This design comes from an exercise in tuning for small area on the open sky130 flow, not from production work.
The RTL was checked by simulation tests, not by an equivalence proof against the original design.
Power is estimated from default activity; no workload was simulated.

==> flow/design.v (excerpt) <==
module i2c_mem (
  input  logic                                                                     wr_clk,
  input  logic                                                                     rst,
  input  logic                                                                     wr_en,
  input  logic [i2c_mem_pkg::ADDR_W-1:0]                                           wr_addr,
  input  logic [i2c_mem_pkg::ADDR_W-1:0]                                           rd_addr,
  input  logic [i2c_mem_pkg::DATA_W-1:0]                                           wr_data,
  input  logic [(i2c_mem_pkg::NUM_REGS+i2c_mem_pkg::NUM_STATUS)*i2c_mem_pkg::DATA_W-1:0] rf_init,
  input  logic [i2c_mem_pkg::NUM_REGS*i2c_mem_pkg::DATA_W-1:0]                     rf_laen,
  output logic [i2c_mem_pkg::DATA_W-1:0]                                           rd_data,
  output logic [i2c_mem_pkg::NUM_REGS*i2c_mem_pkg::DATA_W-1:0]                     rf_data
);
clock: 6.0 ns
lec_check: 0
cap_margin: 20
core_area: 4 4 236 236
die_area: 0 0 240 240
slew_margin: 20
synth_hierarchical: 1
standard.sh (not shown) runs the stock make flow with config.mk's settings and CLKGATE_MAP_FILE= SYNTH_SCRIPT=/design/flow/synth_recipe.tcl, a recipe that flattens the netlist after the stock synthesis.
==> flow/flow/run.sh <==
#!/bin/bash
# Standard ORFS layout with these changes to how the layout is made:
#  - pins may sit on neighbouring tracks, so that the 815 ports fit a small die;
#  - the port buffers are the smallest buffer cell;
#  - the clock tree uses clkbuf_8 for clusters of up to 15 registers and no dummy loads;
#  - after synthesis (run unchanged), the large buffers are kept out of the
#    resizer's repairs, so that it buffers long nets with small buffers.
# Each ORFS step keeps its own log under orfs/logs/; make's output goes to synth.log and flow.log.
set -o pipefail
PLATFORM_DONT_USE='sky130_fd_sc_hd__probe_p_8 sky130_fd_sc_hd__probec_p_8 sky130_fd_sc_hd__lpflow_bleeder_1 sky130_fd_sc_hd__lpflow_clkbufkapwr_1 sky130_fd_sc_hd__lpflow_clkbufkapwr_16 sky130_fd_sc_hd__lpflow_clkbufkapwr_2 sky130_fd_sc_hd__lpflow_clkbufkapwr_4 sky130_fd_sc_hd__lpflow_clkbufkapwr_8 sky130_fd_sc_hd__lpflow_clkinvkapwr_1 sky130_fd_sc_hd__lpflow_clkinvkapwr_16 sky130_fd_sc_hd__lpflow_clkinvkapwr_2 sky130_fd_sc_hd__lpflow_clkinvkapwr_4 sky130_fd_sc_hd__lpflow_clkinvkapwr_8 sky130_fd_sc_hd__lpflow_decapkapwr_12 sky130_fd_sc_hd__lpflow_decapkapwr_3 sky130_fd_sc_hd__lpflow_decapkapwr_4 sky130_fd_sc_hd__lpflow_decapkapwr_6 sky130_fd_sc_hd__lpflow_decapkapwr_8 sky130_fd_sc_hd__lpflow_inputiso0n_1 sky130_fd_sc_hd__lpflow_inputiso0p_1 sky130_fd_sc_hd__lpflow_inputiso1n_1 sky130_fd_sc_hd__lpflow_inputiso1p_1 sky130_fd_sc_hd__lpflow_inputisolatch_1 sky130_fd_sc_hd__lpflow_isobufsrc_1 sky130_fd_sc_hd__lpflow_isobufsrc_16 sky130_fd_sc_hd__lpflow_isobufsrc_2 sky130_fd_sc_hd__lpflow_isobufsrc_4 sky130_fd_sc_hd__lpflow_isobufsrc_8 sky130_fd_sc_hd__lpflow_isobufsrckapwr_16 sky130_fd_sc_hd__lpflow_lsbuf_lh_hl_isowell_tap_1 sky130_fd_sc_hd__lpflow_lsbuf_lh_hl_isowell_tap_2 sky130_fd_sc_hd__lpflow_lsbuf_lh_hl_isowell_tap_4 sky130_fd_sc_hd__lpflow_lsbuf_lh_isowell_4 sky130_fd_sc_hd__lpflow_lsbuf_lh_isowell_tap_1 sky130_fd_sc_hd__lpflow_lsbuf_lh_isowell_tap_2 sky130_fd_sc_hd__lpflow_lsbuf_lh_isowell_tap_4'
bash standard.sh synth > synth.log 2>&1 || exit 1
bash standard.sh \
  "DONT_USE_CELLS=$PLATFORM_DONT_USE sky130_fd_sc_hd__buf_4 sky130_fd_sc_hd__buf_6 sky130_fd_sc_hd__buf_8 sky130_fd_sc_hd__buf_12 sky130_fd_sc_hd__buf_16 sky130_fd_sc_hd__bufbuf_8 sky130_fd_sc_hd__bufbuf_16 sky130_fd_sc_hd__clkbuf_4 sky130_fd_sc_hd__clkbuf_16 sky130_fd_sc_hd__clkbuf_2 sky130_fd_sc_hd__buf_2" \
  'PLACE_PINS_ARGS=-min_distance 1 -min_distance_in_tracks' \
  'BUFFER_PORTS_ARGS=-buffer_cell sky130_fd_sc_hd__buf_1' \
  'CTS_ARGS=-sink_clustering_enable -repair_clock_nets -dont_use_dummy_load -buf_list {sky130_fd_sc_hd__clkbuf_8} -root_buf sky130_fd_sc_hd__clkbuf_8 -sink_clustering_size 15 -sink_clustering_max_diameter 100' \
  finish > flow.log 2>&1
==> next run, changes <==
--- a/flow/flow/run.sh
+++ b/flow/flow/run.sh
@@ -11,5 +11,5 @@
 bash standard.sh synth > synth.log 2>&1 || exit 1
 bash standard.sh \
-  "DONT_USE_CELLS=$PLATFORM_DONT_USE sky130_fd_sc_hd__buf_4 sky130_fd_sc_hd__buf_6 sky130_fd_sc_hd__buf_8 sky130_fd_sc_hd__buf_12 sky130_fd_sc_hd__buf_16 sky130_fd_sc_hd__bufbuf_8 sky130_fd_sc_hd__bufbuf_16 sky130_fd_sc_hd__clkbuf_4 sky130_fd_sc_hd__clkbuf_16 sky130_fd_sc_hd__clkbuf_2 sky130_fd_sc_hd__buf_2" \
+  "DONT_USE_CELLS=$PLATFORM_DONT_USE sky130_fd_sc_hd__buf_4 sky130_fd_sc_hd__buf_6 sky130_fd_sc_hd__buf_8 sky130_fd_sc_hd__buf_12 sky130_fd_sc_hd__buf_16 sky130_fd_sc_hd__bufbuf_8 sky130_fd_sc_hd__bufbuf_16 sky130_fd_sc_hd__clkbuf_4 sky130_fd_sc_hd__clkbuf_16" \
   'PLACE_PINS_ARGS=-min_distance 1 -min_distance_in_tracks' \
   'BUFFER_PORTS_ARGS=-buffer_cell sky130_fd_sc_hd__buf_1' \
--- a/flow/config.mk
+++ b/flow/config.mk
@@ -7,6 +7,6 @@
 export LEC_CHECK = 0
 export CAP_MARGIN = 20
-export CORE_AREA = 4 4 236 236
-export DIE_AREA = 0 0 240 240
+export CORE_AREA = 4 4 256 256
+export DIE_AREA = 0 0 260 260
 export SLEW_MARGIN = 20
 export SYNTH_HIERARCHICAL = 1
Result: Maximum frequency rises by 2.2%. Via count fell by 1.4%. Clock skew stays the same. Cell count increases by 5.7%. Die area rises by 17%. Utilization came out lower by 4.5 points. Power is about the same. Non-clock buffer count increases by 1.
==> next run, changes <==
--- a/flow/config.mk
+++ b/flow/config.mk
@@ -7,6 +7,6 @@
 export LEC_CHECK = 0
 export CAP_MARGIN = 20
-export CORE_AREA = 4 4 256 256
-export DIE_AREA = 0 0 260 260
+export CORE_AREA = 4 4 216 216
+export DIE_AREA = 0 0 220 220
 export SLEW_MARGIN = 20
 export SYNTH_HIERARCHICAL = 1
Worst setup slack improves by 0.0084 ns.
Non-clock buffer count shrinks by 5.
Die area came out lower by 28%.
Synthesized area stays the same.
Final cell count came out lower by 7.6%.
==> next run, changes <==
--- a/flow/config.mk
+++ b/flow/config.mk
@@ -7,6 +7,6 @@
 export LEC_CHECK = 0
 export CAP_MARGIN = 20
-export CORE_AREA = 4 4 216 216
-export DIE_AREA = 0 0 220 220
+export CORE_AREA = 4 4 236 236
+export DIE_AREA = 0 0 240 240
 export SLEW_MARGIN = 20
 export SYNTH_HIERARCHICAL = 1
What happened: Routed wire length rose by 2.1%; power rose by 0.87%; die area rose by 19%.
==> next run, changes <==
--- a/flow/flow/run.sh
+++ b/flow/flow/run.sh
@@ -3,5 +3,5 @@
 #  - pins may sit on neighbouring tracks, so that the 815 ports fit a small die;
 #  - the port buffers are the smallest buffer cell;
-#  - the clock tree uses clkbuf_8 for clusters of up to 15 registers and no dummy loads;
+#  - the clock tree uses clkbuf_8 for clusters of up to 16 registers and no dummy loads;
 #  - after synthesis (run unchanged), the large buffers are kept out of the
 #    resizer's repairs, so that it buffers long nets with small buffers.
@@ -14,4 +14,4 @@
   'PLACE_PINS_ARGS=-min_distance 1 -min_distance_in_tracks' \
   'BUFFER_PORTS_ARGS=-buffer_cell sky130_fd_sc_hd__buf_1' \
-  'CTS_ARGS=-sink_clustering_enable -repair_clock_nets -dont_use_dummy_load -buf_list {sky130_fd_sc_hd__clkbuf_8} -root_buf sky130_fd_sc_hd__clkbuf_8 -sink_clustering_size 15 -sink_clustering_max_diameter 100' \
+  'CTS_ARGS=-sink_clustering_enable -repair_clock_nets -dont_use_dummy_load -buf_list {sky130_fd_sc_hd__clkbuf_8} -root_buf sky130_fd_sc_hd__clkbuf_8 -sink_clustering_size 16 -sink_clustering_max_diameter 100' \
   finish > flow.log 2>&1
What happened: Power shrinks by about 0.57%. Cell area hardly moves. First-iteration DRC count increases by about 4%. Global-route usage hardly moves.

[separate check: timing with driven ports]
The results above use ideal ports. As a check the final layouts listed here were re-extracted and re-timed, cells and wires unchanged.
Step 1, drivers: a clkbuf_16 drives wr_clk and a buf_2 each remaining input, both assumed.
Step 2, shift: input delay + t, output delay - t, t = (earliest + latest rising clock arrival at the registers) / 2. This alone moves slack from input paths to output paths.
a / b / c = ideal ports / drivers / drivers and shift; a / b = the first two.
| run | t, ns | setup slack, ns | hold slack, ns | worst setup path after step 2 | cell pins on the clock port's net |
|---|---|---|---|---|---|
| the first run | 0.655 | 0.830 / 0.737 / 0.737 | 0.571 / 0.571 / 0.571 | input to output | 1 |
| the second run | 0.651 | 0.941 / 0.837 / 0.837 | 0.580 / 0.580 / 0.580 | input to output | 1 |
| the third run | 0.610 | 0.950 / 0.868 / 0.868 | 0.570 / 0.570 / 0.570 | input to output | 1 |
| the fourth run | 0.642 | 0.736 / 0.638 / 0.638 | 0.587 / 0.587 / 0.587 | input to output | 1 |
| the fifth run | 0.634 | 0.791 / 0.693 / 0.693 | 0.589 / 0.589 / 0.589 | input to output | 1 |
After both steps every run listed still meets setup and hold. For the second run, which loses most, drivers alone change the setup slack by -0.104 ns; drivers and shift together by -0.104 ns.
